What follows belongs to an exercise in optimizing a design on an open flow for small area; a production flow would make more cautious choices.
Where RTL was checked, it was by simulation tests only, not by an equivalence proof against the original.
The RTL of run 1 was laid out without a check of its function.
Power figures rest on the tool's default switching activity, not on a simulated workload.

### design/flow/config.mk
export PLATFORM = sky130hd
export DESIGN_NAME = valu_top
export DESIGN_NICKNAME = valu_top
export VERILOG_FILES = /design/flow/design.v
export SDC_FILE = /design/flow/constraint.sdc
export NUM_CORES = 4
export LEC_CHECK = 0
export ABC_AREA = 1
export CAP_MARGIN = 20
export CORE_MARGIN = 2
export CORE_UTILIZATION = 40
export SLEW_MARGIN = 20
export SYNTH_HIERARCHICAL = 1
### design/flow/constraint.sdc
create_clock -name core_clock -period 7.0 [get_ports {clk}]
set_input_delay 1.4000 -clock core_clock [delete_from_list [all_inputs] [get_ports {clk}]]
set_output_delay 1.4000 -clock core_clock [all_outputs]
set_load 0.01 [all_outputs]
### design/flow/design.v
package valu_op_pkg;
  typedef enum logic [2:0] {
    VOP_MUL    = 3'b000,
    VOP_MULA   = 3'b001,
    VOP_MULTAC = 3'b010,
    VOP_ADD    = 3'b011,
    VOP_SUB    = 3'b100,
    VOP_ADDAC  = 3'b101,
    VOP_MTAC   = 3'b110
  } vop_e;
  localparam logic [2:0] VOP_ILLEGAL_CODE = 3'b111;
endpackage
package valu_ctrl_pkg;
  typedef enum logic {
    MODE_FULL = 1'b0,
    MODE_HALF = 1'b1
  } elem_mode_e;
  typedef enum logic [1:0] {
    ADDEND_ZERO  = 2'd0,
    ADDEND_B     = 2'd1,
    ADDEND_ACCUM = 2'd2
  } addend_sel_e;
  typedef struct packed {
    elem_mode_e  mode;
    addend_sel_e addend_sel;
    logic        negate_b;
  } add_ctrl_t;
  typedef struct packed {
    elem_mode_e mode;
    logic       saturate;
    logic       save_to_accum;
  } round_ctrl_t;
endpackage
import valu_op_pkg::*;
module valu_decode (
  input  logic [2:0] in_op,
  output logic       is_mul,
  output logic       add_b,
  output logic       neg_b,
  output logic       use_acc,
  output logic       save
);
  assign is_mul  = (in_op == VOP_MUL) || (in_op == VOP_MULA) || (in_op == VOP_MULTAC);
  assign add_b   = (in_op == VOP_ADD) || (in_op == VOP_SUB);
  assign neg_b   = (in_op == VOP_SUB);
  assign use_acc = (in_op == VOP_MULA) || (in_op == VOP_ADDAC);
  assign save    = (in_op == VOP_MULTAC) || (in_op == VOP_MTAC);
endmodule
module valu_mult (
  input  logic [15:0] a,
  input  logic [15:0] b,
  input  logic        half,
  input  logic        mul,
  input  logic        add_b,
  input  logic        neg_b,
  output logic [31:0] p
);
  wire n1 = b[7] & ~half;
  wire n2 = a[0] & ~half;
  wire n3 = a[1] & ~half;
  wire n4 = a[2] & ~half;
  wire n5 = a[3] & ~half;
  wire n6 = a[4] & ~half;
  wire n7 = a[5] & ~half;
  wire n8 = a[6] & ~half;
  wire n9 = a[7] & ~half;
  wire n10 = a[8] & ~half;
  wire n11 = a[9] & ~half;
  wire n12 = a[10] & ~half;
  wire n13 = a[11] & ~half;
  wire n14 = a[12] & ~half;
  wire n15 = a[13] & ~half;
  wire n16 = a[14] & ~half;
  wire n17 = a[15] & ~half;
  wire n18 = half ? a[7] : a[8];
  wire n19 = ~half;
  wire n20 = mul ? (b[0] ^ 1'b0) : 1'b1;
  wire n21 = mul & ((b[1] & ~b[0] & ~1'b0) | (~b[1] & b[0] & 1'b0));
  wire n22 = mul & b[1];
  wire n23 = n22 ^ half;
  wire n24 = n22 & ~half;
  wire n25 = ((a[0] & n20) | (1'b0 & n21)) ^ n22;
  wire n26 = ((a[1] & n20) | (a[0] & n21)) ^ n22;
  wire n27 = ((a[2] & n20) | (a[1] & n21)) ^ n22;
  wire n28 = ((a[3] & n20) | (a[2] & n21)) ^ n22;
  wire n29 = ((a[4] & n20) | (a[3] & n21)) ^ n22;
  wire n30 = ((a[5] & n20) | (a[4] & n21)) ^ n22;
  wire n31 = ((a[6] & n20) | (a[5] & n21)) ^ n22;
  wire n32 = ((a[7] & n20) | (a[6] & n21)) ^ n22;
  wire n33 = ((n18 & n20) | (a[7] & n21)) ^ n23;
  wire n34 = ((n11 & n20) | (n10 & n21)) ^ n24;
  wire n35 = ((n12 & n20) | (n11 & n21)) ^ n24;
  wire n36 = ((n13 & n20) | (n12 & n21)) ^ n24;
  wire n37 = ((n14 & n20) | (n13 & n21)) ^ n24;
  wire n38 = ((n15 & n20) | (n14 & n21)) ^ n24;
  wire n39 = ((n16 & n20) | (n15 & n21)) ^ n24;
  wire n40 = ((n17 & n20) | (n16 & n21)) ^ n24;
  wire n41 = ~(((n17 & n20) | (n17 & n21)) ^ n24);
  wire n42 = mul & (b[2] ^ b[1]);
  wire n43 = mul & ((b[3] & ~b[2] & ~b[1]) | (~b[3] & b[2] & b[1]));
  wire n44 = mul & b[3];
  wire n45 = n44 ^ half;
  wire n46 = n44 & ~half;
  wire n47 = ((a[0] & n42) | (1'b0 & n43)) ^ n44;
  wire n48 = ((a[1] & n42) | (a[0] & n43)) ^ n44;
  wire n49 = ((a[2] & n42) | (a[1] & n43)) ^ n44;
  wire n50 = ((a[3] & n42) | (a[2] & n43)) ^ n44;
  wire n51 = ((a[4] & n42) | (a[3] & n43)) ^ n44;
  wire n52 = ((a[5] & n42) | (a[4] & n43)) ^ n44;
  wire n53 = ((a[6] & n42) | (a[5] & n43)) ^ n44;
  wire n54 = ((a[7] & n42) | (a[6] & n43)) ^ n44;
  wire n55 = ((n18 & n42) | (a[7] & n43)) ^ n45;
  wire n56 = ((n11 & n42) | (n10 & n43)) ^ n46;
  wire n57 = ((n12 & n42) | (n11 & n43)) ^ n46;
  wire n58 = ((n13 & n42) | (n12 & n43)) ^ n46;
  wire n59 = ((n14 & n42) | (n13 & n43)) ^ n46;
  wire n60 = ((n15 & n42) | (n14 & n43)) ^ n46;
  wire n61 = ((n16 & n42) | (n15 & n43)) ^ n46;
  wire n62 = ((n17 & n42) | (n16 & n43)) ^ n46;
  wire n63 = ~(((n17 & n42) | (n17 & n43)) ^ n46);
  wire n64 = mul & (b[4] ^ b[3]);
  wire n65 = mul & ((b[5] & ~b[4] & ~b[3]) | (~b[5] & b[4] & b[3]));
  wire n66 = mul & b[5];
  wire n67 = n66 ^ half;
  wire n68 = n66 & ~half;
  wire n69 = ((a[0] & n64) | (1'b0 & n65)) ^ n66;
  wire n70 = ((a[1] & n64) | (a[0] & n65)) ^ n66;
  wire n71 = ((a[2] & n64) | (a[1] & n65)) ^ n66;
  wire n72 = ((a[3] & n64) | (a[2] & n65)) ^ n66;
  wire n73 = ((a[4] & n64) | (a[3] & n65)) ^ n66;
  wire n74 = ((a[5] & n64) | (a[4] & n65)) ^ n66;
  wire n75 = ((a[6] & n64) | (a[5] & n65)) ^ n66;
  wire n76 = ((a[7] & n64) | (a[6] & n65)) ^ n66;
  wire n77 = ((n18 & n64) | (a[7] & n65)) ^ n67;
  wire n78 = ((n11 & n64) | (n10 & n65)) ^ n68;
  wire n79 = ((n12 & n64) | (n11 & n65)) ^ n68;
  wire n80 = ((n13 & n64) | (n12 & n65)) ^ n68;
  wire n81 = ((n14 & n64) | (n13 & n65)) ^ n68;
  wire n82 = ((n15 & n64) | (n14 & n65)) ^ n68;
  wire n83 = ((n16 & n64) | (n15 & n65)) ^ n68;
  wire n84 = ((n17 & n64) | (n16 & n65)) ^ n68;
  wire n85 = ~(((n17 & n64) | (n17 & n65)) ^ n68);
  wire n86 = mul & (b[6] ^ b[5]);
  wire n87 = mul & ((b[7] & ~b[6] & ~b[5]) | (~b[7] & b[6] & b[5]));
  wire n88 = mul & b[7];
  wire n89 = n88 ^ half;
  wire n90 = n88 & ~half;
  wire n91 = ((a[0] & n86) | (1'b0 & n87)) ^ n88;
  wire n92 = ((a[1] & n86) | (a[0] & n87)) ^ n88;
  wire n93 = ((a[2] & n86) | (a[1] & n87)) ^ n88;
  wire n94 = ((a[3] & n86) | (a[2] & n87)) ^ n88;
  wire n95 = ((a[4] & n86) | (a[3] & n87)) ^ n88;
  wire n96 = ((a[5] & n86) | (a[4] & n87)) ^ n88;
  wire n97 = ((a[6] & n86) | (a[5] & n87)) ^ n88;
  wire n98 = ((a[7] & n86) | (a[6] & n87)) ^ n88;
  wire n99 = ((n18 & n86) | (a[7] & n87)) ^ n89;
  wire n100 = ((n11 & n86) | (n10 & n87)) ^ n90;
  wire n101 = ((n12 & n86) | (n11 & n87)) ^ n90;
  wire n102 = ((n13 & n86) | (n12 & n87)) ^ n90;
  wire n103 = ((n14 & n86) | (n13 & n87)) ^ n90;
  wire n104 = ((n15 & n86) | (n14 & n87)) ^ n90;
  wire n105 = ((n16 & n86) | (n15 & n87)) ^ n90;
  wire n106 = ((n17 & n86) | (n16 & n87)) ^ n90;
  wire n107 = ~(((n17 & n86) | (n17 & n87)) ^ n90);
  wire n108 = mul ? (b[8] ^ n1) : half;
  wire n109 = mul & ((b[9] & ~b[8] & ~n1) | (~b[9] & b[8] & n1));
  wire n110 = mul & b[9];
  wire n111 = n110 & ~half;
  wire n112 = n110 & half;
  wire n113 = ((n2 & n108) | (1'b0 & n109)) ^ n111;
  wire n114 = ((n3 & n108) | (n2 & n109)) ^ n111;
  wire n115 = ((n4 & n108) | (n3 & n109)) ^ n111;
  wire n116 = ((n5 & n108) | (n4 & n109)) ^ n111;
  wire n117 = ((n6 & n108) | (n5 & n109)) ^ n111;
  wire n118 = ((n7 & n108) | (n6 & n109)) ^ n111;
  wire n119 = ((n8 & n108) | (n7 & n109)) ^ n111;
  wire n120 = ((n9 & n108) | (n8 & n109)) ^ n111;
  wire n121 = ((a[8] & n108) | (n9 & n109)) ^ n110;
  wire n122 = ((a[9] & n108) | (a[8] & n109)) ^ n110;
  wire n123 = ((a[10] & n108) | (a[9] & n109)) ^ n110;
  wire n124 = ((a[11] & n108) | (a[10] & n109)) ^ n110;
  wire n125 = ((a[12] & n108) | (a[11] & n109)) ^ n110;
  wire n126 = ((a[13] & n108) | (a[12] & n109)) ^ n110;
  wire n127 = ((a[14] & n108) | (a[13] & n109)) ^ n110;
  wire n128 = ((a[15] & n108) | (a[14] & n109)) ^ n110;
  wire n129 = ~(((a[15] & n108) | (a[15] & n109)) ^ n110);
  wire n130 = mul & (b[10] ^ b[9]);
  wire n131 = mul & ((b[11] & ~b[10] & ~b[9]) | (~b[11] & b[10] & b[9]));
  wire n132 = mul & b[11];
  wire n133 = n132 & ~half;
  wire n134 = n132 & half;
  wire n135 = ((n2 & n130) | (1'b0 & n131)) ^ n133;
  wire n136 = ((n3 & n130) | (n2 & n131)) ^ n133;
  wire n137 = ((n4 & n130) | (n3 & n131)) ^ n133;
  wire n138 = ((n5 & n130) | (n4 & n131)) ^ n133;
  wire n139 = ((n6 & n130) | (n5 & n131)) ^ n133;
  wire n140 = ((n7 & n130) | (n6 & n131)) ^ n133;
  wire n141 = ((n8 & n130) | (n7 & n131)) ^ n133;
  wire n142 = ((n9 & n130) | (n8 & n131)) ^ n133;
  wire n143 = ((a[8] & n130) | (n9 & n131)) ^ n132;
  wire n144 = ((a[9] & n130) | (a[8] & n131)) ^ n132;
  wire n145 = ((a[10] & n130) | (a[9] & n131)) ^ n132;
  wire n146 = ((a[11] & n130) | (a[10] & n131)) ^ n132;
  wire n147 = ((a[12] & n130) | (a[11] & n131)) ^ n132;
  wire n148 = ((a[13] & n130) | (a[12] & n131)) ^ n132;
  wire n149 = ((a[14] & n130) | (a[13] & n131)) ^ n132;
  wire n150 = ((a[15] & n130) | (a[14] & n131)) ^ n132;
  wire n151 = ~(((a[15] & n130) | (a[15] & n131)) ^ n132);
  wire n152 = mul & (b[12] ^ b[11]);
  wire n153 = mul & ((b[13] & ~b[12] & ~b[11]) | (~b[13] & b[12] & b[11]));
  wire n154 = mul & b[13];
  wire n155 = n154 & ~half;
  wire n156 = n154 & half;
  wire n157 = ((n2 & n152) | (1'b0 & n153)) ^ n155;
  wire n158 = ((n3 & n152) | (n2 & n153)) ^ n155;
  wire n159 = ((n4 & n152) | (n3 & n153)) ^ n155;
  wire n160 = ((n5 & n152) | (n4 & n153)) ^ n155;
  wire n161 = ((n6 & n152) | (n5 & n153)) ^ n155;
  wire n162 = ((n7 & n152) | (n6 & n153)) ^ n155;
  wire n163 = ((n8 & n152) | (n7 & n153)) ^ n155;
  wire n164 = ((n9 & n152) | (n8 & n153)) ^ n155;
  wire n165 = ((a[8] & n152) | (n9 & n153)) ^ n154;
  wire n166 = ((a[9] & n152) | (a[8] & n153)) ^ n154;
  wire n167 = ((a[10] & n152) | (a[9] & n153)) ^ n154;
  wire n168 = ((a[11] & n152) | (a[10] & n153)) ^ n154;
  wire n169 = ((a[12] & n152) | (a[11] & n153)) ^ n154;
  wire n170 = ((a[13] & n152) | (a[12] & n153)) ^ n154;
  wire n171 = ((a[14] & n152) | (a[13] & n153)) ^ n154;
  wire n172 = ((a[15] & n152) | (a[14] & n153)) ^ n154;
  wire n173 = ~(((a[15] & n152) | (a[15] & n153)) ^ n154);
  wire n174 = mul & (b[14] ^ b[13]);
  wire n175 = mul & ((b[15] & ~b[14] & ~b[13]) | (~b[15] & b[14] & b[13]));
  wire n176 = mul & b[15];
  wire n177 = n176 & ~half;
  wire n178 = n176 & half;
  wire n179 = ((n2 & n174) | (1'b0 & n175)) ^ n177;
  wire n180 = ((n3 & n174) | (n2 & n175)) ^ n177;
  wire n181 = ((n4 & n174) | (n3 & n175)) ^ n177;
  wire n182 = ((n5 & n174) | (n4 & n175)) ^ n177;
  wire n183 = ((n6 & n174) | (n5 & n175)) ^ n177;
  wire n184 = ((n7 & n174) | (n6 & n175)) ^ n177;
  wire n185 = ((n8 & n174) | (n7 & n175)) ^ n177;
  wire n186 = ((n9 & n174) | (n8 & n175)) ^ n177;
  wire n187 = ((a[8] & n174) | (n9 & n175)) ^ n176;
  wire n188 = ((a[9] & n174) | (a[8] & n175)) ^ n176;
  wire n189 = ((a[10] & n174) | (a[9] & n175)) ^ n176;
  wire n190 = ((a[11] & n174) | (a[10] & n175)) ^ n176;
  wire n191 = ((a[12] & n174) | (a[11] & n175)) ^ n176;
  wire n192 = ((a[13] & n174) | (a[12] & n175)) ^ n176;
  wire n193 = ((a[14] & n174) | (a[13] & n175)) ^ n176;
  wire n194 = ((a[15] & n174) | (a[14] & n175)) ^ n176;
  wire n195 = ~(((a[15] & n174) | (a[15] & n175)) ^ n176);
  wire n196 = add_b & (b[0] ^ neg_b);
  wire n197 = add_b & (b[1] ^ neg_b);
  wire n198 = add_b & (b[2] ^ neg_b);
  wire n199 = add_b & (b[3] ^ neg_b);
  wire n200 = add_b & (b[4] ^ neg_b);
  wire n201 = add_b & (b[5] ^ neg_b);
  wire n202 = add_b & (b[6] ^ neg_b);
  wire n203 = add_b & (b[7] ^ neg_b);
  wire n204 = add_b & ((half ? b[7] : b[8]) ^ neg_b);
  wire n205 = add_b & (b[9] ^ neg_b);
  wire n206 = add_b & (b[10] ^ neg_b);
  wire n207 = add_b & (b[11] ^ neg_b);
  wire n208 = add_b & (b[12] ^ neg_b);
  wire n209 = add_b & (b[13] ^ neg_b);
  wire n210 = add_b & (b[14] ^ neg_b);
  wire n211 = add_b & (b[15] ^ neg_b);
  wire n212 = add_b & ((half ? b[8] : b[15]) ^ neg_b);
  wire n213 = add_b & (b[9] ^ neg_b);
  wire n214 = add_b & (b[10] ^ neg_b);
  wire n215 = add_b & (b[11] ^ neg_b);
  wire n216 = add_b & (b[12] ^ neg_b);
  wire n217 = add_b & (b[13] ^ neg_b);
  wire n218 = add_b & (b[14] ^ neg_b);
  wire n219 = add_b & (b[15] ^ neg_b);
  wire n220 = add_b & (b[15] ^ neg_b);
  wire n221 = neg_b & half;
  wire n222, n223;
  valu_fa fa_n222 (.x(neg_b), .y(n22), .z(n196), .s(n222), .c(n223));
  wire n224, n225;
  valu_fa fa_n224 (.x(n197), .y(n26), .z(n223), .s(n224), .c(n225));
  wire n226, n227;
  valu_fa fa_n226 (.x(n44), .y(n198), .z(n27), .s(n226), .c(n227));
  wire n228, n229;
  valu_fa fa_n228 (.x(n47), .y(n226), .z(n225), .s(n228), .c(n229));
  wire n230, n231;
  valu_fa fa_n230 (.x(n199), .y(n28), .z(n48), .s(n230), .c(n231));
  wire n232, n233;
  valu_fa fa_n232 (.x(n227), .y(n230), .z(n229), .s(n232), .c(n233));
  wire n234, n235;
  valu_fa fa_n234 (.x(n66), .y(n200), .z(n29), .s(n234), .c(n235));
  wire n236, n237;
  valu_fa fa_n236 (.x(n49), .y(n69), .z(n231), .s(n236), .c(n237));
  wire n238, n239;
  valu_fa fa_n238 (.x(n234), .y(n236), .z(n233), .s(n238), .c(n239));
  wire n240, n241;
  valu_fa fa_n240 (.x(n201), .y(n30), .z(n50), .s(n240), .c(n241));
  wire n242, n243;
  valu_fa fa_n242 (.x(n70), .y(n235), .z(n240), .s(n242), .c(n243));
  wire n244, n245;
  valu_fa fa_n244 (.x(n237), .y(n242), .z(n239), .s(n244), .c(n245));
  wire n246, n247;
  valu_fa fa_n246 (.x(n88), .y(n202), .z(n31), .s(n246), .c(n247));
  wire n248, n249;
  valu_fa fa_n248 (.x(n51), .y(n71), .z(n91), .s(n248), .c(n249));
  wire n250, n251;
  valu_fa fa_n250 (.x(n241), .y(n246), .z(n248), .s(n250), .c(n251));
  wire n252, n253;
  valu_fa fa_n252 (.x(n243), .y(n250), .z(n245), .s(n252), .c(n253));
  wire n254, n255;
  valu_fa fa_n254 (.x(n203), .y(n32), .z(n52), .s(n254), .c(n255));
  wire n256, n257;
  valu_fa fa_n256 (.x(n72), .y(n92), .z(n247), .s(n256), .c(n257));
  wire n258, n259;
  valu_fa fa_n258 (.x(n249), .y(n254), .z(n251), .s(n258), .c(n259));
  wire n260, n261;
  valu_fa fa_n260 (.x(n256), .y(n258), .z(n253), .s(n260), .c(n261));
  wire n262, n263;
  valu_fa fa_n262 (.x(half), .y(n111), .z(n204), .s(n262), .c(n263));
  wire n264, n265;
  valu_fa fa_n264 (.x(n53), .y(n73), .z(n93), .s(n264), .c(n265));
  wire n266, n267;
  valu_fa fa_n266 (.x(n33), .y(n113), .z(n262), .s(n266), .c(n267));
  wire n268, n269;
  valu_fa fa_n268 (.x(n255), .y(n264), .z(n266), .s(n268), .c(n269));
  wire n270, n271;
  valu_fa fa_n270 (.x(n257), .y(n268), .z(n259), .s(n270), .c(n271));
  wire n272, n273;
  valu_fa fa_n272 (.x(half), .y(n205), .z(n54), .s(n272), .c(n273));
  wire n274, n275;
  valu_fa fa_n274 (.x(n74), .y(n94), .z(n34), .s(n274), .c(n275));
  wire n276, n277;
  valu_fa fa_n276 (.x(n114), .y(n263), .z(n265), .s(n276), .c(n277));
  wire n278, n279;
  valu_fa fa_n278 (.x(n272), .y(n274), .z(n267), .s(n278), .c(n279));
  wire n280, n281;
  valu_fa fa_n280 (.x(n276), .y(n269), .z(n278), .s(n280), .c(n281));
  wire n282, n283;
  valu_fa fa_n282 (.x(n133), .y(n206), .z(n75), .s(n282), .c(n283));
  wire n284, n285;
  valu_fa fa_n284 (.x(n95), .y(n35), .z(n55), .s(n284), .c(n285));
  wire n286, n287;
  valu_fa fa_n286 (.x(n115), .y(n135), .z(n273), .s(n286), .c(n287));
  wire n288, n289;
  valu_fa fa_n288 (.x(n275), .y(n282), .z(n284), .s(n288), .c(n289));
  wire n290, n291;
  valu_fa fa_n290 (.x(n277), .y(n286), .z(n279), .s(n290), .c(n291));
  wire n292, n293;
  valu_fa fa_n292 (.x(n288), .y(n290), .z(n281), .s(n292), .c(n293));
  wire n294, n295;
  valu_fa fa_n294 (.x(half), .y(n207), .z(n76), .s(n294), .c(n295));
  wire n296, n297;
  valu_fa fa_n296 (.x(n96), .y(n36), .z(n56), .s(n296), .c(n297));
  wire n298, n299;
  valu_fa fa_n298 (.x(n116), .y(n136), .z(n283), .s(n298), .c(n299));
  wire n300, n301;
  valu_fa fa_n300 (.x(n285), .y(n294), .z(n296), .s(n300), .c(n301));
  wire n302, n303;
  valu_fa fa_n302 (.x(n287), .y(n298), .z(n289), .s(n302), .c(n303));
  wire n304, n305;
  valu_fa fa_n304 (.x(n300), .y(n291), .z(n302), .s(n304), .c(n305));
  wire n306, n307;
  valu_fa fa_n306 (.x(n155), .y(n208), .z(n97), .s(n306), .c(n307));
  wire n308, n309;
  valu_fa fa_n308 (.x(n37), .y(n57), .z(n77), .s(n308), .c(n309));
  wire n310, n311;
  valu_fa fa_n310 (.x(n117), .y(n137), .z(n157), .s(n310), .c(n311));
  wire n312, n313;
  valu_fa fa_n312 (.x(n295), .y(n297), .z(n306), .s(n312), .c(n313));
  wire n314, n315;
  valu_fa fa_n314 (.x(n308), .y(n310), .z(n299), .s(n314), .c(n315));
  wire n316, n317;
  valu_fa fa_n316 (.x(n301), .y(n312), .z(n314), .s(n316), .c(n317));
  wire n318, n319;
  valu_fa fa_n318 (.x(n303), .y(n316), .z(n305), .s(n318), .c(n319));
  wire n320, n321;
  valu_fa fa_n320 (.x(half), .y(n209), .z(n98), .s(n320), .c(n321));
  wire n322, n323;
  valu_fa fa_n322 (.x(n38), .y(n58), .z(n78), .s(n322), .c(n323));
  wire n324, n325;
  valu_fa fa_n324 (.x(n118), .y(n138), .z(n158), .s(n324), .c(n325));
  wire n326, n327;
  valu_fa fa_n326 (.x(n307), .y(n309), .z(n311), .s(n326), .c(n327));
  wire n328, n329;
  valu_fa fa_n328 (.x(n320), .y(n322), .z(n324), .s(n328), .c(n329));
  wire n330, n331;
  valu_fa fa_n330 (.x(n313), .y(n326), .z(n328), .s(n330), .c(n331));
  wire n332, n333;
  valu_fa fa_n332 (.x(n315), .y(n330), .z(n317), .s(n332), .c(n333));
  wire n334, n335;
  valu_fa fa_n334 (.x(n177), .y(n210), .z(n39), .s(n334), .c(n335));
  wire n336, n337;
  valu_fa fa_n336 (.x(n59), .y(n79), .z(n99), .s(n336), .c(n337));
  wire n338, n339;
  valu_fa fa_n338 (.x(n119), .y(n139), .z(n159), .s(n338), .c(n339));
  wire n340, n341;
  valu_fa fa_n340 (.x(n179), .y(n321), .z(n323), .s(n340), .c(n341));
  wire n342, n343;
  valu_fa fa_n342 (.x(n325), .y(n334), .z(n336), .s(n342), .c(n343));
  wire n344, n345;
  valu_fa fa_n344 (.x(n338), .y(n327), .z(n329), .s(n344), .c(n345));
  wire n346, n347;
  valu_fa fa_n346 (.x(n340), .y(n342), .z(n331), .s(n346), .c(n347));
  wire n348, n349;
  valu_fa fa_n348 (.x(n344), .y(n346), .z(n333), .s(n348), .c(n349));
  wire n350, n351;
  valu_fa fa_n350 (.x(half), .y(n211), .z(n40), .s(n350), .c(n351));
  wire n352 = n351 & ~half;
  wire n353, n354;
  valu_fa fa_n353 (.x(n60), .y(n80), .z(n100), .s(n353), .c(n354));
  wire n355 = n354 & ~half;
  wire n356, n357;
  valu_fa fa_n356 (.x(n120), .y(n140), .z(n160), .s(n356), .c(n357));
  wire n358 = n357 & ~half;
  wire n359, n360;
  valu_fa fa_n359 (.x(n180), .y(n335), .z(n337), .s(n359), .c(n360));
  wire n361 = n360 & ~half;
  wire n362, n363;
  valu_fa fa_n362 (.x(n339), .y(n350), .z(n353), .s(n362), .c(n363));
  wire n364 = n363 & ~half;
  wire n365, n366;
  valu_fa fa_n365 (.x(n356), .y(n341), .z(n343), .s(n365), .c(n366));
  wire n367 = n366 & ~half;
  wire n368, n369;
  valu_fa fa_n368 (.x(n359), .y(n362), .z(n345), .s(n368), .c(n369));
  wire n370 = n369 & ~half;
  wire n371, n372;
  valu_fa fa_n371 (.x(n365), .y(n347), .z(n368), .s(n371), .c(n372));
  wire n373 = n372 & ~half;
  wire n374, n375;
  valu_fa fa_n374 (.x(1'b1), .y(n221), .z(n112), .s(n374), .c(n375));
  wire n376, n377;
  valu_fa fa_n376 (.x(n212), .y(n41), .z(n61), .s(n376), .c(n377));
  wire n378, n379;
  valu_fa fa_n378 (.x(n81), .y(n101), .z(n121), .s(n378), .c(n379));
  wire n380, n381;
  valu_fa fa_n380 (.x(n141), .y(n161), .z(n181), .s(n380), .c(n381));
  wire n382, n383;
  valu_fa fa_n382 (.x(n374), .y(n376), .z(n378), .s(n382), .c(n383));
  wire n384, n385;
  valu_fa fa_n384 (.x(n380), .y(n352), .z(n355), .s(n384), .c(n385));
  wire n386, n387;
  valu_fa fa_n386 (.x(n358), .y(n382), .z(n361), .s(n386), .c(n387));
  wire n388, n389;
  valu_fa fa_n388 (.x(n364), .y(n384), .z(n386), .s(n388), .c(n389));
  wire n390, n391;
  valu_fa fa_n390 (.x(n367), .y(n370), .z(n388), .s(n390), .c(n391));
  wire n392, n393;
  valu_fa fa_n392 (.x(1'b1), .y(n213), .z(n122), .s(n392), .c(n393));
  wire n394, n395;
  valu_fa fa_n394 (.x(n375), .y(n62), .z(n82), .s(n394), .c(n395));
  wire n396, n397;
  valu_fa fa_n396 (.x(n102), .y(n142), .z(n162), .s(n396), .c(n397));
  wire n398, n399;
  valu_fa fa_n398 (.x(n182), .y(n377), .z(n379), .s(n398), .c(n399));
  wire n400, n401;
  valu_fa fa_n400 (.x(n381), .y(n392), .z(n394), .s(n400), .c(n401));
  wire n402, n403;
  valu_fa fa_n402 (.x(n396), .y(n383), .z(n398), .s(n402), .c(n403));
  wire n404, n405;
  valu_fa fa_n404 (.x(n400), .y(n385), .z(n402), .s(n404), .c(n405));
  wire n406, n407;
  valu_fa fa_n406 (.x(n387), .y(n404), .z(n389), .s(n406), .c(n407));
  wire n408, n409;
  valu_fa fa_n408 (.x(n134), .y(n214), .z(n123), .s(n408), .c(n409));
  wire n410, n411;
  valu_fa fa_n410 (.x(n63), .y(n83), .z(n103), .s(n410), .c(n411));
  wire n412, n413;
  valu_fa fa_n412 (.x(n143), .y(n163), .z(n183), .s(n412), .c(n413));
  wire n414, n415;
  valu_fa fa_n414 (.x(n393), .y(n395), .z(n397), .s(n414), .c(n415));
  wire n416, n417;
  valu_fa fa_n416 (.x(n408), .y(n410), .z(n412), .s(n416), .c(n417));
  wire n418, n419;
  valu_fa fa_n418 (.x(n399), .y(n401), .z(n414), .s(n418), .c(n419));
  wire n420, n421;
  valu_fa fa_n420 (.x(n416), .y(n403), .z(n418), .s(n420), .c(n421));
  wire n422, n423;
  valu_fa fa_n422 (.x(n405), .y(n420), .z(n407), .s(n422), .c(n423));
  wire n424, n425;
  valu_fa fa_n424 (.x(1'b1), .y(n215), .z(n124), .s(n424), .c(n425));
  wire n426, n427;
  valu_fa fa_n426 (.x(n144), .y(n84), .z(n104), .s(n426), .c(n427));
  wire n428, n429;
  valu_fa fa_n428 (.x(n164), .y(n184), .z(n409), .s(n428), .c(n429));
  wire n430, n431;
  valu_fa fa_n430 (.x(n411), .y(n413), .z(n424), .s(n430), .c(n431));
  wire n432, n433;
  valu_fa fa_n432 (.x(n426), .y(n415), .z(n428), .s(n432), .c(n433));
  wire n434, n435;
  valu_fa fa_n434 (.x(n417), .y(n430), .z(n419), .s(n434), .c(n435));
  wire n436, n437;
  valu_fa fa_n436 (.x(n432), .y(n421), .z(n434), .s(n436), .c(n437));
  wire n438, n439;
  valu_fa fa_n438 (.x(n156), .y(n216), .z(n125), .s(n438), .c(n439));
  wire n440, n441;
  valu_fa fa_n440 (.x(n145), .y(n85), .z(n105), .s(n440), .c(n441));
  wire n442, n443;
  valu_fa fa_n442 (.x(n165), .y(n185), .z(n425), .s(n442), .c(n443));
  wire n444, n445;
  valu_fa fa_n444 (.x(n427), .y(n438), .z(n440), .s(n444), .c(n445));
  wire n446, n447;
  valu_fa fa_n446 (.x(n429), .y(n431), .z(n442), .s(n446), .c(n447));
  wire n448, n449;
  valu_fa fa_n448 (.x(n444), .y(n433), .z(n446), .s(n448), .c(n449));
  wire n450, n451;
  valu_fa fa_n450 (.x(n435), .y(n448), .z(n437), .s(n450), .c(n451));
  wire n452, n453;
  valu_fa fa_n452 (.x(1'b1), .y(n217), .z(n126), .s(n452), .c(n453));
  wire n454, n455;
  valu_fa fa_n454 (.x(n146), .y(n166), .z(n106), .s(n454), .c(n455));
  wire n456, n457;
  valu_fa fa_n456 (.x(n186), .y(n439), .z(n441), .s(n456), .c(n457));
  wire n458, n459;
  valu_fa fa_n458 (.x(n452), .y(n454), .z(n443), .s(n458), .c(n459));
  wire n460, n461;
  valu_fa fa_n460 (.x(n445), .y(n456), .z(n447), .s(n460), .c(n461));
  wire n462, n463;
  valu_fa fa_n462 (.x(n458), .y(n460), .z(n449), .s(n462), .c(n463));
  wire n464, n465;
  valu_fa fa_n464 (.x(n178), .y(n218), .z(n127), .s(n464), .c(n465));
  wire n466, n467;
  valu_fa fa_n466 (.x(n147), .y(n167), .z(n107), .s(n466), .c(n467));
  wire n468, n469;
  valu_fa fa_n468 (.x(n187), .y(n453), .z(n455), .s(n468), .c(n469));
  wire n470, n471;
  valu_fa fa_n470 (.x(n464), .y(n466), .z(n457), .s(n470), .c(n471));
  wire n472, n473;
  valu_fa fa_n472 (.x(n468), .y(n459), .z(n470), .s(n472), .c(n473));
  wire n474, n475;
  valu_fa fa_n474 (.x(n461), .y(n472), .z(n463), .s(n474), .c(n475));
  wire n476, n477;
  valu_fa fa_n476 (.x(1'b1), .y(n219), .z(n128), .s(n476), .c(n477));
  wire n478, n479;
  valu_fa fa_n478 (.x(n148), .y(n168), .z(n188), .s(n478), .c(n479));
  wire n480, n481;
  valu_fa fa_n480 (.x(n465), .y(n467), .z(n476), .s(n480), .c(n481));
  wire n482, n483;
  valu_fa fa_n482 (.x(n478), .y(n469), .z(n480), .s(n482), .c(n483));
  wire n484, n485;
  valu_fa fa_n484 (.x(n471), .y(n482), .z(n473), .s(n484), .c(n485));
  wire n486, n487;
  valu_fa fa_n486 (.x(n220), .y(n129), .z(n149), .s(n486), .c(n487));
  wire n488, n489;
  valu_fa fa_n488 (.x(n169), .y(n189), .z(n477), .s(n488), .c(n489));
  wire n490, n491;
  valu_fa fa_n490 (.x(n479), .y(n486), .z(n481), .s(n490), .c(n491));
  wire n492, n493;
  valu_fa fa_n492 (.x(n488), .y(n483), .z(n490), .s(n492), .c(n493));
  wire n494, n495;
  valu_fa fa_n494 (.x(1'b1), .y(n150), .z(n170), .s(n494), .c(n495));
  wire n496, n497;
  valu_fa fa_n496 (.x(n190), .y(n487), .z(n494), .s(n496), .c(n497));
  wire n498, n499;
  valu_fa fa_n498 (.x(n489), .y(n496), .z(n491), .s(n498), .c(n499));
  wire n500, n501;
  valu_fa fa_n500 (.x(n151), .y(n171), .z(n191), .s(n500), .c(n501));
  wire n502, n503;
  valu_fa fa_n502 (.x(n495), .y(n500), .z(n497), .s(n502), .c(n503));
  wire n504, n505;
  valu_fa fa_n504 (.x(1'b1), .y(n172), .z(n192), .s(n504), .c(n505));
  wire n506, n507;
  valu_fa fa_n506 (.x(n501), .y(n504), .z(n503), .s(n506), .c(n507));
  wire n508, n509;
  valu_fa fa_n508 (.x(n173), .y(n193), .z(n505), .s(n508), .c(n509));
  wire n510, n511;
  valu_fa fa_n510 (.x(1'b1), .y(n194), .z(n509), .s(n510), .c(n511));
  wire n512 = n25 ^ n222;
  wire n513 = n25 & n222;
  wire n514 = n224 ^ n513;
  wire n515 = n224 & n513;
  wire n516 = n228 ^ n515;
  wire n517 = n228 & n515;
  wire n518 = n232 ^ n517;
  wire n519 = n232 & n517;
  wire n520 = n238 ^ n519;
  wire n521 = n238 & n519;
  wire n522 = n244 ^ n521;
  wire n523 = n244 & n521;
  wire n524 = n252 & 1'b0;
  wire n525 = n252 ^ 1'b0;
  wire n526 = n260 & 1'b0;
  wire n527 = n260 ^ 1'b0;
  wire n528 = n261 & n270;
  wire n529 = n261 ^ n270;
  wire n530 = n271 & n280;
  wire n531 = n271 ^ n280;
  wire n532 = n292 & 1'b0;
  wire n533 = n292 ^ 1'b0;
  wire n534 = n293 & n304;
  wire n535 = n293 ^ n304;
  wire n536 = n318 & 1'b0;
  wire n537 = n318 ^ 1'b0;
  wire n538 = n319 & n332;
  wire n539 = n319 ^ n332;
  wire n540 = n348 & 1'b0;
  wire n541 = n348 ^ 1'b0;
  wire n542 = n349 & n371;
  wire n543 = n349 ^ n371;
  wire n544 = n542 & ~half;
  wire n545 = n543 & ~half;
  wire n546 = n373 & n390;
  wire n547 = n373 ^ n390;
  wire n548 = n391 & n406;
  wire n549 = n391 ^ n406;
  wire n550 = n422 & 1'b0;
  wire n551 = n422 ^ 1'b0;
  wire n552 = n423 & n436;
  wire n553 = n423 ^ n436;
  wire n554 = n450 & 1'b0;
  wire n555 = n450 ^ 1'b0;
  wire n556 = n451 & n462;
  wire n557 = n451 ^ n462;
  wire n558 = n474 & 1'b0;
  wire n559 = n474 ^ 1'b0;
  wire n560 = n475 & n484;
  wire n561 = n475 ^ n484;
  wire n562 = n485 & n492;
  wire n563 = n485 ^ n492;
  wire n564 = n493 & n498;
  wire n565 = n493 ^ n498;
  wire n566 = n499 & n502;
  wire n567 = n499 ^ n502;
  wire n568 = n506 & 1'b0;
  wire n569 = n506 ^ 1'b0;
  wire n570 = n507 & n508;
  wire n571 = n507 ^ n508;
  wire n572 = n510 & 1'b0;
  wire n573 = n510 ^ 1'b0;
  wire n574 = n195 & n511;
  wire n575 = n195 ^ n511;
  wire n576 = 1'b1 & 1'b0;
  wire n577 = 1'b1 ^ 1'b0;
  wire n578 = n524 | (n525 & n523);
  wire n579 = n526 | (n527 & n578);
  wire n580 = n527 & n525;
  wire n581 = n530 | (n531 & n528);
  wire n582 = n531 & n529;
  wire n583 = n534 | (n535 & n532);
  wire n584 = n535 & n533;
  wire n585 = n538 | (n539 & n536);
  wire n586 = n539 & n537;
  wire n587 = n544 | (n545 & n540);
  wire n588 = n545 & n541;
  wire n589 = n548 | (n549 & n546);
  wire n590 = n549 & n547;
  wire n591 = n552 | (n553 & n550);
  wire n592 = n553 & n551;
  wire n593 = n556 | (n557 & n554);
  wire n594 = n557 & n555;
  wire n595 = n560 | (n561 & n558);
  wire n596 = n561 & n559;
  wire n597 = n564 | (n565 & n562);
  wire n598 = n565 & n563;
  wire n599 = n568 | (n569 & n566);
  wire n600 = n569 & n567;
  wire n601 = n572 | (n573 & n570);
  wire n602 = n573 & n571;
  wire n603 = n576 | (n577 & n574);
  wire n604 = n577 & n575;
  wire n605 = n528 | (n529 & n579);
  wire n606 = n529 & n580;
  wire n607 = n581 | (n582 & n579);
  wire n608 = n582 & n580;
  wire n609 = n536 | (n537 & n583);
  wire n610 = n537 & n584;
  wire n611 = n585 | (n586 & n583);
  wire n612 = n586 & n584;
  wire n613 = n546 | (n547 & n587);
  wire n614 = n547 & n588;
  wire n615 = n589 | (n590 & n587);
  wire n616 = n590 & n588;
  wire n617 = n554 | (n555 & n591);
  wire n618 = n555 & n592;
  wire n619 = n593 | (n594 & n591);
  wire n620 = n594 & n592;
  wire n621 = n562 | (n563 & n595);
  wire n622 = n563 & n596;
  wire n623 = n597 | (n598 & n595);
  wire n624 = n598 & n596;
  wire n625 = n570 | (n571 & n599);
  wire n626 = n571 & n600;
  wire n627 = n601 | (n602 & n599);
  wire n628 = n602 & n600;
  wire n629 = n532 | (n533 & n607);
  wire n630 = n533 & n608;
  wire n631 = n583 | (n584 & n607);
  wire n632 = n584 & n608;
  wire n633 = n609 | (n610 & n607);
  wire n634 = n610 & n608;
  wire n635 = n611 | (n612 & n607);
  wire n636 = n612 & n608;
  wire n637 = n550 | (n551 & n615);
  wire n638 = n551 & n616;
  wire n639 = n591 | (n592 & n615);
  wire n640 = n592 & n616;
  wire n641 = n617 | (n618 & n615);
  wire n642 = n618 & n616;
  wire n643 = n619 | (n620 & n615);
  wire n644 = n620 & n616;
  wire n645 = n566 | (n567 & n623);
  wire n646 = n567 & n624;
  wire n647 = n599 | (n600 & n623);
  wire n648 = n600 & n624;
  wire n649 = n625 | (n626 & n623);
  wire n650 = n626 & n624;
  wire n651 = n627 | (n628 & n623);
  wire n652 = n628 & n624;
  wire n653 = n540 | (n541 & n635);
  wire n654 = n541 & n636;
  wire n655 = n587 | (n588 & n635);
  wire n656 = n588 & n636;
  wire n657 = n613 | (n614 & n635);
  wire n658 = n614 & n636;
  wire n659 = n615 | (n616 & n635);
  wire n660 = n616 & n636;
  wire n661 = n637 | (n638 & n635);
  wire n662 = n638 & n636;
  wire n663 = n639 | (n640 & n635);
  wire n664 = n640 & n636;
  wire n665 = n641 | (n642 & n635);
  wire n666 = n642 & n636;
  wire n667 = n643 | (n644 & n635);
  wire n668 = n644 & n636;
  wire n669 = n574 | (n575 & n651);
  wire n670 = n575 & n652;
  wire n671 = n603 | (n604 & n651);
  wire n672 = n604 & n652;
  wire n673 = n558 | (n559 & n667);
  wire n674 = n559 & n668;
  wire n675 = n595 | (n596 & n667);
  wire n676 = n596 & n668;
  wire n677 = n621 | (n622 & n667);
  wire n678 = n622 & n668;
  wire n679 = n623 | (n624 & n667);
  wire n680 = n624 & n668;
  wire n681 = n645 | (n646 & n667);
  wire n682 = n646 & n668;
  wire n683 = n647 | (n648 & n667);
  wire n684 = n648 & n668;
  wire n685 = n649 | (n650 & n667);
  wire n686 = n650 & n668;
  wire n687 = n651 | (n652 & n667);
  wire n688 = n652 & n668;
  wire n689 = n669 | (n670 & n667);
  wire n690 = n670 & n668;
  wire n691 = n671 | (n672 & n667);
  wire n692 = n672 & n668;
  wire n693 = n525 ^ n523;
  wire n694 = n527 ^ n578;
  wire n695 = n529 ^ n579;
  wire n696 = n531 ^ n605;
  wire n697 = n533 ^ n607;
  wire n698 = n535 ^ n629;
  wire n699 = n537 ^ n631;
  wire n700 = n539 ^ n633;
  wire n701 = n541 ^ n635;
  wire n702 = n543 ^ n653;
  wire n703 = n547 ^ n655;
  wire n704 = n549 ^ n657;
  wire n705 = n551 ^ n659;
  wire n706 = n553 ^ n661;
  wire n707 = n555 ^ n663;
  wire n708 = n557 ^ n665;
  wire n709 = n559 ^ n667;
  wire n710 = n561 ^ n673;
  wire n711 = n563 ^ n675;
  wire n712 = n565 ^ n677;
  wire n713 = n567 ^ n679;
  wire n714 = n569 ^ n681;
  wire n715 = n571 ^ n683;
  wire n716 = n573 ^ n685;
  wire n717 = n575 ^ n687;
  wire n718 = n577 ^ n689;
  assign p = {n718, n717, n716, n715, n714, n713, n712, n711, n710, n709, n708, n707, n706, n705, n704, n703, n702, n701, n700, n699, n698, n697, n696, n695, n694, n693, n522, n520, n518, n516, n514, n512};
endmodule
module valu_fa (input logic x, input logic y, input logic z, output logic s, output logic c);
  assign s = x ^ y ^ z;
  assign c = (x & y) | (x & z) | (y & z);
endmodule
module valu_add (
  input  logic [15:0] a,
  input  logic [15:0] b,
  input  logic        half,
  input  logic        frac,
  input  logic        is_mul,
  input  logic        add_b,
  input  logic        neg_b,
  output logic [17:0] q
);
  logic [31:0] p;
  valu_mult valu_mult_i (.a, .b, .half, .mul(is_mul), .add_b, .neg_b, .p);
  logic shift;
  assign shift = is_mul && frac;
  always_comb begin
    for (int k = 0; k < 8; k++) begin
      if (shift) q[k] = half ? p[7+k] : p[15+k];
      else       q[k] = p[k];
      if (shift)     q[9+k] = p[23+k];
      else if (half) q[9+k] = p[16+k];
      else           q[9+k] = p[8+k];
    end
    if (!half)      q[8] = 1'b1;
    else if (shift) q[8] = p[15];
    else            q[8] = p[8];
    if (is_mul)     q[17] = p[31];
    else if (half)  q[17] = p[24];
    else            q[17] = p[16];
  end
endmodule
module valu_round (
  input  logic [17:0] q,
  input  logic [15:0] acc,
  input  logic        use_acc,
  input  logic        half,
  input  logic        frac,
  output logic [15:0] r
);
  logic [17:0] d;
  logic [9:0]  s_lo;
  logic [8:0]  s_hi;
  logic [17:0] s;
  logic        sat_hi, sat_lo;
  assign d    = {acc[15], acc[15:8], half & acc[7], acc[7:0]} & {18{use_acc}};
  assign s_lo = {1'b0, q[8:0]} + {1'b0, d[8:0]};
  assign s_hi = q[17:9] + d[17:9] + {8'd0, s_lo[9] & ~half};
  assign s    = {s_hi, s_lo[8:0]};
  assign sat_hi = frac && (s[17] != s[16]);
  assign sat_lo = frac && (s[8] != s[7]);
  always_comb begin
    r[15:8] = sat_hi ? {s[17], {7{~s[17]}}} : s[16:9];
    if (half) r[7:0] = sat_lo ? {s[8], {7{~s[8]}}} : s[7:0];
    else      r[7:0] = sat_hi ? {8{~s[17]}} : s[7:0];
  end
endmodule
import valu_op_pkg::*;
module valu_top (
  input  logic                   clk,
  input  logic                   reset,
  input  logic                   in_valid,
  input  valu_op_pkg::vop_e      in_op,
  input  logic                   in_frac,
  input  logic                   in_half,
  input  logic [(4 * 16)-1:0] in_a,
  input  logic [(4 * 16)-1:0] in_b,
  output logic                   result_valid,
  output logic [(4 * 16)-1:0] result
);
  logic [63:0]     a0, b0;
  logic [2:0]      op0;
  logic            frac0, half0;
  logic            is_mul, add_b, neg_b, use_acc, save;
  logic [4*18-1:0] q_next, q1;
  logic [63:0]     r_next, r2;
  logic [63:0]     acc;
  logic            v0, v1, v2;
  logic            frac1, half1, acc1, save1;
  valu_decode valu_decode_i (.in_op(op0), .is_mul, .add_b, .neg_b, .use_acc, .save);
  for (genvar l = 0; l < 4; l++) begin : g_lane
    valu_add valu_add_i (
      .a(a0[16*l +: 16]), .b(b0[16*l +: 16]), .half(half0), .frac(frac0),
      .is_mul, .add_b, .neg_b, .q(q_next[18*l +: 18])
    );
    valu_round valu_round_i (
      .q(q1[18*l +: 18]), .acc(acc[16*l +: 16]), .use_acc(acc1), .half(half1), .frac(frac1),
      .r(r_next[16*l +: 16])
    );
  end
  always_ff @(posedge clk or posedge reset) begin
    if (reset) begin
      v0           <= 1'b0;
      v1           <= 1'b0;
      v2           <= 1'b0;
      result_valid <= 1'b0;
      acc          <= '0;
    end else begin
      v0           <= in_valid;
      v1           <= v0;
      v2           <= v1;
      result_valid <= v2;
      if (v1 && save1) acc <= r_next;
    end
  end
  always_ff @(posedge clk) begin
    a0     <= in_a;
    b0     <= in_b;
    op0    <= in_op;
    frac0  <= in_frac;
    half0  <= in_half;
    q1     <= q_next;
    frac1  <= frac0;
    half1  <= half0;
    acc1   <= use_acc;
    save1  <= save;
    r2     <= r_next;
    result <= r2;
  end
endmodule
### design/flow/run.sh
#!/bin/bash
# synth_recipe.tcl (not shown) runs the flow's synth.tcl, then flattens the netlist and writes it again
# the make line also repeats each setting of config.mk as NAME=value (left out here)
make -C /OpenROAD-flow-scripts/flow DESIGN_CONFIG=/design/flow/config.mk WORK_HOME=/design/flow/orfs CLKGATE_MAP_FILE= SYNTH_SCRIPT=/design/flow/synth_recipe.tcl finish
==> results of run 1 <==
==> flip-flops by register name, indices dropped and copies added (netlist names) <==
register,count
acc1,1
v2,1
v1,1
b0,64
result_valid,1
save1,1
a0,64
v0,1
r2,64
acc,64
half0,1
result,64
op0,3
half1,1
frac0,1
q1,72
frac1,1
==> stage by stage <==
stage	hold WS, ns	total power [mW]	setup slack [ns]	cells	utilization [%]
4_1_cts	0.325	22.0	0.315	7228	44.2
2_1_floorplan	0.310	17.7	0.149	5602	-
3_5_place_dp	0.312	19.1	0.366	7138	42.7
6_report	0.323	21.8	0.441	7230	44.2
5_1_grt	0.330	24.5	0.00680	7230	44.2
3_3_place_gp	0.312	19.0	0.494	7138	42.7
==> layer usage <==
| layer | GRT usage (%) | up-vias | wire [um] |
|---|---|---|---|
| met5 | 0 | - | 13 |
| met4 | 6.36 | 2 | 3820 |
| met3 | 4.11 | 218 | 10200 |
| met2 | 34.6 | 1322 | 57100 |
| met1 | 31.9 | 17700 | 60400 |
| li1 | - | 17800 | - |
==> critical path, delay by kind of cell (launching register included) <==
family / cells / cell delay [ns]
AND/OR/NAND/NOR: 11 / 0.96
AO/OA/AOI/OAI: 1 / 0.23
buffers and inverters: 3 / 0.63
XOR/XNOR: 2 / 0.42
adder cells (fa/ha/maj): 9 / 3.85
flip-flops: 1 / 0.37
==> kinds of logic (layout without fill, tap and decap cells) <==
logic type | Yosys count | count (layout) | synth area share, %
AO/OA/AOI/OAI | 729 | 729 | 9.67
XOR/XNOR | 608 | 608 | 11.7
adder cells (fa/ha/maj) | 764 | 764 | 30.3
buffers and inverters | 893 | 1009 | 9.89
flip-flops | 405 | 405 | 18.4
other | 4 | 32 | 0.0327
AND/OR/NAND/NOR | 2171 | 2171 | 20.1
==> cell type report <==
cell class / count / share of cell area [%]
flip-flops and latches: 405 / 16.8
multi-input cells: 4304 / 65.6
clock inverters: 26 / 0.702
inverters: 589 / 4.41
repair buffers: 330 / 6.08
well taps: 1512 / 3.75
clock buffers: 64 / 2.73
==> modules after synthesis, one instance, submodules excluded <==
module / copies in the design / flip-flops and latches / cells
valu_top: 1 / 405 / 619
valu_mult: 4 / 0 / 722
valu_round: 4 / 0 / 254
valu_add: 4 / 0 / 119
valu_decode: 1 / 0 / 11
valu_fa: 564 / 0 / 1
==> Yosys cell counts (44+ instances only) <==
library cell / instances / area [um2]
inv_1: 513 / 1930
buf_2: 48 / 240
o21ai_0: 100 / 500
nor2_2: 52 / 325
xor2_1: 560 / 4900
buf_6: 60 / 676
a21oi_1: 161 / 806
nand3_1: 190 / 951
nor2_1: 287 / 1080
dfxtp_1: 337 / 6750
dfrtp_1: 68 / 1700
buf_4: 144 / 1080
o22ai_1: 400 / 2500
ha_1: 184 / 2300
nand2_1: 1442 / 5410
fa_1: 580 / 11600
xnor2_1: 44 / 385
==> power groups by stage <==
stage | combinational [mW] | sequential, mW | clock [mW]
detailed placement | 15.4 | 3.69 | 0
global placement | 15.3 | 3.68 | 0
global route | 17.9 | 3.72 | 2.92
floorplan | 14.1 | 3.59 | 0
CTS | 15.5 | 3.65 | 2.83
finish | 15.4 | 3.64 | 2.72
==> timing repair <==
action / in CTS / in global routing
resized for setup: 0 / 2
endpoints found under the setup margin: 0 / 4
buffers inserted: 0 / 1
==> worst min-delay path by stage <==
stage                        start                  to  slack (ns)  cells after the start
floorplan            r2[0]$_DFF_P_   result[0]$_DFF_P_        0.31                      0
global placement    r2[45]$_DFF_P_  result[45]$_DFF_P_        0.31                      0
detailed placement   r2[0]$_DFF_P_   result[0]$_DFF_P_        0.31                      0
CTS                 r2[21]$_DFF_P_  result[21]$_DFF_P_        0.33                      0
global route         r2[2]$_DFF_P_   result[2]$_DFF_P_        0.33                      0
finish              r2[43]$_DFF_P_  result[43]$_DFF_P_        0.32                      0
==> qor.yml, run 1 <==
outcome: "no timing/DRC/antenna violations"
seqPwrFrac_pct: 16.7
fmax_mhz: 152
synthFlopType: "dfxtp_1"
syn_area_per_cell_um2: 8.24
worstMarginPinSlew_ns: 0.926
grt_pass1_vias: 36600
wl_per_cell_um: 18.2
fin_tns_setup_ns: 0
synth-seq-area-share_pct: 18.4
die-width_um: 343
crit_arrival_ns: 7.17
ys_ff_latch: 405
row_count: 124
combinationalPowerShare_pct: 70.8
syn_area_mm2: 0.0459
required_ns: 7.61
grt_max_degree: 69
ff_latch_area_mm2: 0.00846
setup_viol: 0
diodes: 0
critPathCapture: "q1[34]$_DFF_P_"
start_kind: "flop"
final_cell_mix: "1,441 x nand2_1, 579 x fa_1, 560 x xor2_1"
switchingPower_mw: 10.8
power_leakage_nw: 26.4
endpoint_kind: "flop"
peakVddDrop_mv: 0.295
place_area_mm2: 0.0487
cts_tree: "yes"
path_class: "reg -> reg"
core_mm2: 0.114
avgViaCountPerCell: 5.12
place.gp.congestion: 0.976
cp_max_fo: 15
cp_common_cell: "nand2_1"
cts_inserted_buffers: 48
detail-route-antenna-nets: 0
r2r_start: "op0[0]$_DFF_P_"
rrSetupSlack_ns: 0.44
h-tree-depth: 2
final_cell_area_mm2: 0.0504
fin_crit_sh_pct: 93.7
ios: 201
slowest_stage: "fa_1"
drc: 0
drv_cap: 0
synth_edf_count: 0
grt_usage_pct: 22.4
hold_buffers: 0
p_int_mw: 11.0
async_flop_share_pct: 16.8
antenna_found_initial: 7
drt-total-wl_um: 131000
cts-root-buf: "clkbuf_16"
num-nets-final: 6578
ys_warn_count: 9
clockPowerShare_pct: 12.5
vias: 37000
reg2reg_depth: 26
p_per_area_mw_per_mm2: 432
syn_inst: 5574
dieArea_mm2: 0.118
grt_first_pass_wirelength_um: 207000
synthDistinctLibCells: 46
clockBufferDepth: 3
rsz0062_at_grt: "false"
startpoint: "op0[0]$_DFF_P_"
p_sw_share_pct: 49.6
nFillCells: 11400
start_util_pct: 40.3
rr_endpoint: "q1[34]$_DFF_P_"
final_common_cell: "nand2_1"
syn2layout_area_growth_pct: 9.79
relSlewSlack_pct: 38.3
finalHoldViolCount: 0
first_pass_iters: 6
clock_skew_ns: 0.0505
clock_latency_ns: 0.65
max_stage_delay_ns: 0.59
clk_pin_slew_ns: 0.07
cts.sinks: 405
drv_slew: 0
hold_class: "reg -> reg"
drive_gt1_share_pct: 8.34
fin_crit_ns: 6.56
io_buffer_count: 200
dp_hpwl_um: 105000
overflow: 0
drt_iter0_markers: 3277
multi_input_area_mm2: 0.0331
die_h_um: 343
==> run 2: changes to the inputs <==
--- a/design/flow/design.v
+++ b/design/flow/design.v
@@ -46,15 +46,28 @@
   assign use_acc = (in_op == VOP_MULA) || (in_op == VOP_ADDAC);
   assign save    = (in_op == VOP_MULTAC) || (in_op == VOP_MTAC);
 endmodule
-module valu_mult (
+module valu_fa (
+  input  logic x,
+  input  logic y,
+  input  logic z,
+  output logic s,
+  output logic c
+);
+  assign s = x ^ y ^ z;
+  assign c = (x & y) | (x & z) | (y & z);
+endmodule
+module valu_add (
   input  logic [15:0] a,
   input  logic [15:0] b,
   input  logic        half,
-  input  logic        mul,
+  input  logic        frac,
+  input  logic        is_mul,
   input  logic        add_b,
   input  logic        neg_b,
-  output logic [31:0] p
+  output logic [17:0] q
 );
+  logic mul;
+  assign mul = is_mul;
   wire n1 = b[7] & ~half;
   wire n2 = a[0] & ~half;
   wire n3 = a[1] & ~half;
@@ -428,8 +441,8 @@
   wire n371, n372;
   valu_fa fa_n371 (.x(n365), .y(n347), .z(n368), .s(n371), .c(n372));
   wire n373 = n372 & ~half;
-  wire n374, n375;
-  valu_fa fa_n374 (.x(1'b1), .y(n221), .z(n112), .s(n374), .c(n375));
+  wire n374 = ~(n221 ^ n112);
+  wire n375 = n221 | n112;
   wire n376, n377;
   valu_fa fa_n376 (.x(n212), .y(n41), .z(n61), .s(n376), .c(n377));
   wire n378, n379;
@@ -446,8 +459,8 @@
   valu_fa fa_n388 (.x(n364), .y(n384), .z(n386), .s(n388), .c(n389));
   wire n390, n391;
   valu_fa fa_n390 (.x(n367), .y(n370), .z(n388), .s(n390), .c(n391));
-  wire n392, n393;
-  valu_fa fa_n392 (.x(1'b1), .y(n213), .z(n122), .s(n392), .c(n393));
+  wire n392 = ~(n213 ^ n122);
+  wire n393 = n213 | n122;
   wire n394, n395;
   valu_fa fa_n394 (.x(n375), .y(n62), .z(n82), .s(n394), .c(n395));
   wire n396, n397;
@@ -478,8 +491,8 @@
   valu_fa fa_n420 (.x(n416), .y(n403), .z(n418), .s(n420), .c(n421));
   wire n422, n423;
   valu_fa fa_n422 (.x(n405), .y(n420), .z(n407), .s(n422), .c(n423));
-  wire n424, n425;
-  valu_fa fa_n424 (.x(1'b1), .y(n215), .z(n124), .s(n424), .c(n425));
+  wire n424 = ~(n215 ^ n124);
+  wire n425 = n215 | n124;
   wire n426, n427;
   valu_fa fa_n426 (.x(n144), .y(n84), .z(n104), .s(n426), .c(n427));
   wire n428, n429;
@@ -506,8 +519,8 @@
   valu_fa fa_n448 (.x(n444), .y(n433), .z(n446), .s(n448), .c(n449));
   wire n450, n451;
   valu_fa fa_n450 (.x(n435), .y(n448), .z(n437), .s(n450), .c(n451));
-  wire n452, n453;
-  valu_fa fa_n452 (.x(1'b1), .y(n217), .z(n126), .s(n452), .c(n453));
+  wire n452 = ~(n217 ^ n126);
+  wire n453 = n217 | n126;
   wire n454, n455;
   valu_fa fa_n454 (.x(n146), .y(n166), .z(n106), .s(n454), .c(n455));
   wire n456, n457;
@@ -530,8 +543,8 @@
   valu_fa fa_n472 (.x(n468), .y(n459), .z(n470), .s(n472), .c(n473));
   wire n474, n475;
   valu_fa fa_n474 (.x(n461), .y(n472), .z(n463), .s(n474), .c(n475));
-  wire n476, n477;
-  valu_fa fa_n476 (.x(1'b1), .y(n219), .z(n128), .s(n476), .c(n477));
+  wire n476 = ~(n219 ^ n128);
+  wire n477 = n219 | n128;
   wire n478, n479;
   valu_fa fa_n478 (.x(n148), .y(n168), .z(n188), .s(n478), .c(n479));
   wire n480, n481;
@@ -548,8 +561,8 @@
   valu_fa fa_n490 (.x(n479), .y(n486), .z(n481), .s(n490), .c(n491));
   wire n492, n493;
   valu_fa fa_n492 (.x(n488), .y(n483), .z(n490), .s(n492), .c(n493));
-  wire n494, n495;
-  valu_fa fa_n494 (.x(1'b1), .y(n150), .z(n170), .s(n494), .c(n495));
+  wire n494 = ~(n150 ^ n170);
+  wire n495 = n150 | n170;
   wire n496, n497;
   valu_fa fa_n496 (.x(n190), .y(n487), .z(n494), .s(n496), .c(n497));
   wire n498, n499;
@@ -558,14 +571,14 @@
   valu_fa fa_n500 (.x(n151), .y(n171), .z(n191), .s(n500), .c(n501));
   wire n502, n503;
   valu_fa fa_n502 (.x(n495), .y(n500), .z(n497), .s(n502), .c(n503));
-  wire n504, n505;
-  valu_fa fa_n504 (.x(1'b1), .y(n172), .z(n192), .s(n504), .c(n505));
+  wire n504 = ~(n172 ^ n192);
+  wire n505 = n172 | n192;
   wire n506, n507;
   valu_fa fa_n506 (.x(n501), .y(n504), .z(n503), .s(n506), .c(n507));
   wire n508, n509;
   valu_fa fa_n508 (.x(n173), .y(n193), .z(n505), .s(n508), .c(n509));
-  wire n510, n511;
-  valu_fa fa_n510 (.x(1'b1), .y(n194), .z(n509), .s(n510), .c(n511));
+  wire n510 = ~(n194 ^ n509);
+  wire n511 = n194 | n509;
   wire n512 = n25 ^ n222;
   wire n513 = n25 & n222;
   wire n514 = n224 ^ n513;
@@ -773,24 +786,8 @@
   wire n716 = n573 ^ n685;
   wire n717 = n575 ^ n687;
   wire n718 = n577 ^ n689;
-  assign p = {n718, n717, n716, n715, n714, n713, n712, n711, n710, n709, n708, n707, n706, n705, n704, n703, n702, n701, n700, n699, n698, n697, n696, n695, n694, n693, n522, n520, n518, n516, n514, n512};
-endmodule
-module valu_fa (input logic x, input logic y, input logic z, output logic s, output logic c);
-  assign s = x ^ y ^ z;
-  assign c = (x & y) | (x & z) | (y & z);
-endmodule
-module valu_add (
-  input  logic [15:0] a,
-  input  logic [15:0] b,
-  input  logic        half,
-  input  logic        frac,
-  input  logic        is_mul,
-  input  logic        add_b,
-  input  logic        neg_b,
-  output logic [17:0] q
-);
   logic [31:0] p;
-  valu_mult valu_mult_i (.a, .b, .half, .mul(is_mul), .add_b, .neg_b, .p);
+  assign p = {n718, n717, n716, n715, n714, n713, n712, n711, n710, n709, n708, n707, n706, n705, n704, n703, n702, n701, n700, n699, n698, n697, n696, n695, n694, n693, n522, n520, n518, n516, n514, n512};
   logic shift;
   assign shift = is_mul && frac;
   always_comb begin
@@ -818,14 +815,32 @@
   output logic [15:0] r
 );
   logic [17:0] d;
-  logic [9:0]  s_lo;
-  logic [8:0]  s_hi;
   logic [17:0] s;
+  logic [18:0] c;
   logic        sat_hi, sat_lo;
-  assign d    = {acc[15], acc[15:8], half & acc[7], acc[7:0]} & {18{use_acc}};
-  assign s_lo = {1'b0, q[8:0]} + {1'b0, d[8:0]};
-  assign s_hi = q[17:9] + d[17:9] + {8'd0, s_lo[9] & ~half};
-  assign s    = {s_hi, s_lo[8:0]};
+  assign d = {acc[15], acc[15:8], half & acc[7], acc[7:0]} & {18{use_acc}};
+  assign c[0] = 1'b0;
+  assign s[0] = q[0] ^ d[0];
+  assign c[1] = q[0] & d[0];
+  for (genvar i = 1; i < 18; i++) begin : g_bit
+    if (i == 8) begin : g_top
+      assign s[i] = q[i] ^ d[i] ^ c[i];
+    end else begin : g_fa
+      valu_fa valu_fa_i (.x(q[i]), .y(d[i]), .z(c[i]), .s(s[i]), .c(c[i+1]));
+    end
+  end
+  logic [7:0] gg, pp;
+  logic [3:0] g2, p2;
+  logic [1:0] g4;
+  assign gg = q[7:0] & d[7:0];
+  assign pp = q[7:0] | d[7:0];
+  for (genvar k = 0; k < 4; k++) begin : g_la2
+    assign g2[k] = gg[2*k+1] | (pp[2*k+1] & gg[2*k]);
+    assign p2[k] = pp[2*k+1] & pp[2*k];
+  end
+  assign g4[0] = g2[1] | (p2[1] & g2[0]);
+  assign g4[1] = g2[3] | (p2[3] & g2[2]);
+  assign c[9]  = ~half & (g4[1] | (p2[3] & p2[2] & g4[0]));
   assign sat_hi = frac && (s[17] != s[16]);
   assign sat_lo = frac && (s[8] != s[7]);
   always_comb begin
@@ -848,19 +863,19 @@
   output logic [(4 * 16)-1:0] result
 );
   logic [63:0]     a0, b0;
-  logic [2:0]      op0;
   logic            frac0, half0;
   logic            is_mul, add_b, neg_b, use_acc, save;
+  logic            mul0, add_b0, neg_b0, use_acc0, save0;
   logic [4*18-1:0] q_next, q1;
   logic [63:0]     r_next, r2;
   logic [63:0]     acc;
   logic            v0, v1, v2;
   logic            frac1, half1, acc1, save1;
-  valu_decode valu_decode_i (.in_op(op0), .is_mul, .add_b, .neg_b, .use_acc, .save);
+  valu_decode valu_decode_i (.in_op, .is_mul, .add_b, .neg_b, .use_acc, .save);
   for (genvar l = 0; l < 4; l++) begin : g_lane
     valu_add valu_add_i (
       .a(a0[16*l +: 16]), .b(b0[16*l +: 16]), .half(half0), .frac(frac0),
-      .is_mul, .add_b, .neg_b, .q(q_next[18*l +: 18])
+      .is_mul(mul0), .add_b(add_b0), .neg_b(neg_b0), .q(q_next[18*l +: 18])
     );
     valu_round valu_round_i (
       .q(q1[18*l +: 18]), .acc(acc[16*l +: 16]), .use_acc(acc1), .half(half1), .frac(frac1),
@@ -885,14 +900,18 @@
   always_ff @(posedge clk) begin
     a0     <= in_a;
     b0     <= in_b;
-    op0    <= in_op;
+    mul0     <= is_mul;
+    add_b0   <= add_b;
+    neg_b0   <= neg_b;
+    use_acc0 <= use_acc;
+    save0    <= save;
     frac0  <= in_frac;
     half0  <= in_half;
     q1     <= q_next;
     frac1  <= frac0;
     half1  <= half0;
-    acc1   <= use_acc;
-    save1  <= save;
+    acc1   <= use_acc0;
+    save1  <= save0;
     r2     <= r_next;
     result <= r2;
   end
==> run 2 against run 1 <==
Still clean on timing, DRC and antenna. Clock power increased by 4%. Count of clock-buffer cells in the layout increased by 2. Combinational power decreased by 9%. Register-to-register slack improved by 0.03 ns. Sequential power increased by 4%. Cell area decreased by 4.2%. Power decreased by 5.4%. Fmax increased by 0.48%. Critical endpoint is now q1[16]$_DFF_P_. Largest power group unchanged. Highest routed layer unchanged.
==> qor.yml, run 2 <==
crit_arrival_ns: 7.10  # -0.07 ns
largest_reg_flops: 72  # unchanged
syn_inst: 4924  # -12%
place.gp.congestion: 0.983  # +0.69%
vias: 35100  # -5.2%
synth_edf_count: 0  # unchanged
place_area_mm2: 0.0465  # -4.4%
grt_max_degree: 67  # -2.9%
reg2reg_depth: 24  # -7.7%
dp_cells: 6493  # -9.0%
relSlewSlack_pct: 29.1  # -9.2 points
overflow: 0  # unchanged
cts_inserted_buffers: 52  # +8.3%
synthDistinctLibCells: 41  # -11%
outcome: "no timing/DRC/antenna violations"
die-width_um: 331  # -3.3%
grt_pass1_vias: 34800  # -5.0%
ios: 201  # unchanged
async_flop_share_pct: 16.7  # -0.083 points
required_ns: 7.57  # -0.04 ns
die_h_um: 331  # -3.3%
synth_top_cell_by_area: "fa_1"
synthFlopType: "dfxtp_1"
cp.buffers_inverters: 3  # unchanged
drt-total-wl_um: 132000  # +0.34%
cp.depth: 24  # -7.7%
synth.top_cell.area_share_pct: 28.0  # +2.7 points
final_common_cell: "nand2_1"
p_per_area_mw_per_mm2: 426  # -1.3%
antenna_found_initial: 2  # -5
setup_viol: 0  # unchanged
cts.sinks: 407  # +0.49%
drt_iter0_markers: 3388  # +3.4%
timing.hold.ws_ns: 0.312  # -0.0113 ns
-- run 2: cell count changes in the layout (fill, tap and decap cells not counted), moves of 21 or more --
cell      change
nand2_1     -555
o21ai_0      +72
buf_4        +32
o22ai_1      +64
fa_1         +21
conb_1       -32
nor2_1       -44
ha_1         -28
nand3_1      +28
inv_2        +76
nor2_2       -32
nor3_1       -32
clkinv_1     -24
-- run 2: per-stage QoR --
step | setup slack, ns | total power [mW]
after floorplan | 0.364 | 13.8
after global placement | 0.407 | 17.6
after detailed placement | 0.389 | 17.8
after CTS | 0.359 | 20.8
after global routing | 0.0511 | 22.8
final | 0.472 | 20.6
-- run 2: timing repair --
action / CTS / global route
hold endpoints to repair: 0 / 0
hold buffers: 0 / 0
buffers inserted: 0 / 4
setup endpoints to repair: 0 / 3
resized for setup: 0 / 1
-- run 2: logic make-up (layout without fill, tap and decap cells) --
family / after synthesis / in the layout / share of synthesized area (%)
xor+xnor: 580 / 580 / 11.8
compound gates: 877 / 877 / 12.0
other cells: 0 / 1 / 0
flops: 407 / 407 / 19.8
buf+inv: 825 / 1090 / 8.75
simple gates: 1479 / 1479 / 15.0
fa+ha+maj: 756 / 756 / 32.6
-- run 2: path summary, 6_finish.rpt --
kind | slack (ns) | end | start
min | 0.31 | result[63]$_DFF_P_ | r2[63]$_DFF_P_
min in group asynchronous | 0.97 | acc[11]$_DFFE_PP0P_ | reset
max | 0.47 | q1[16]$_DFF_P_ | half0$_DFF_P_
max in group asynchronous | 4.86 | acc[34]$_DFFE_PP0P_ | reset
max reg2reg | 0.47 | q1[16]$_DFF_P_ | half0$_DFF_P_
min reg2reg | 0.31 | result[63]$_DFF_P_ | r2[63]$_DFF_P_
-- run 2: worst reg2reg max path, stage by stage (launching register included) --
cell,delay [ns]
dfxtp_4,0.44
inv_1,0.41
buf_4,0.30
nand2_1,0.23
o21ai_0,0.27
xor2_1,0.35
fa_1,0.49
fa_1,0.43
fa_1,0.51
fa_1,0.45
fa_1,0.49
fa_1,0.48
ha_1,0.36
nand2_1,0.08
nor2_1,0.14
inv_1,0.05
nor2_1,0.09
nand2_1,0.07
nand2_2,0.13
ha_1,0.19
xor2_1,0.19
nand2_1,0.09
nand2_1,0.07
nand2_1,0.05
o21ai_1,0.09
-- run 2: final cells by class --
| cell class | instances | area, um2 |
|---|---|---|
| fill | 10500 | 58400 |
| timing repair buffer | 358 | 3230 |
| clock buffer | 66 | 1430 |
| clock inverter | 29 | 348 |
| sequential | 407 | 8510 |
| tap | 1403 | 1760 |
| multi-input combinational | 3692 | 30600 |
| inverter | 637 | 2400 |
| antenna | 1 | 2.50 |
-- run 2: per-module statistics from Yosys, one instance, submodules excluded --
module | times used | cells | flip-flops and latches | cell area, um2
valu_add | 4 | 773 | 0 | 4690
valu_round | 4 | 151 | 0 | 653
valu_top | 1 | 621 | 407 | 9560
valu_decode | 1 | 11 | 0 | 43.8
valu_fa | 596 | 1 | 0 | 20.0
-- run 2: where the power goes --
part	leakage (nW)	internal [mW]	switching, mW
registers	3.70	3.24	0.536
logic	19.8	5.68	8.34
clock network	0.860	1.67	1.16
total	24.3	10.6	10.0
-- run 2: metal layers --
metal / track usage [%] / part of all wire, % / up-vias
met2: 37.9 / 45 / 1408
li1: - / - / 16400
met4: 7.93 / 3.6 / 4
met1: 33.5 / 44 / 17000
met5: 0 / 0.024 / -
met3: 3.71 / 7.1 / 252
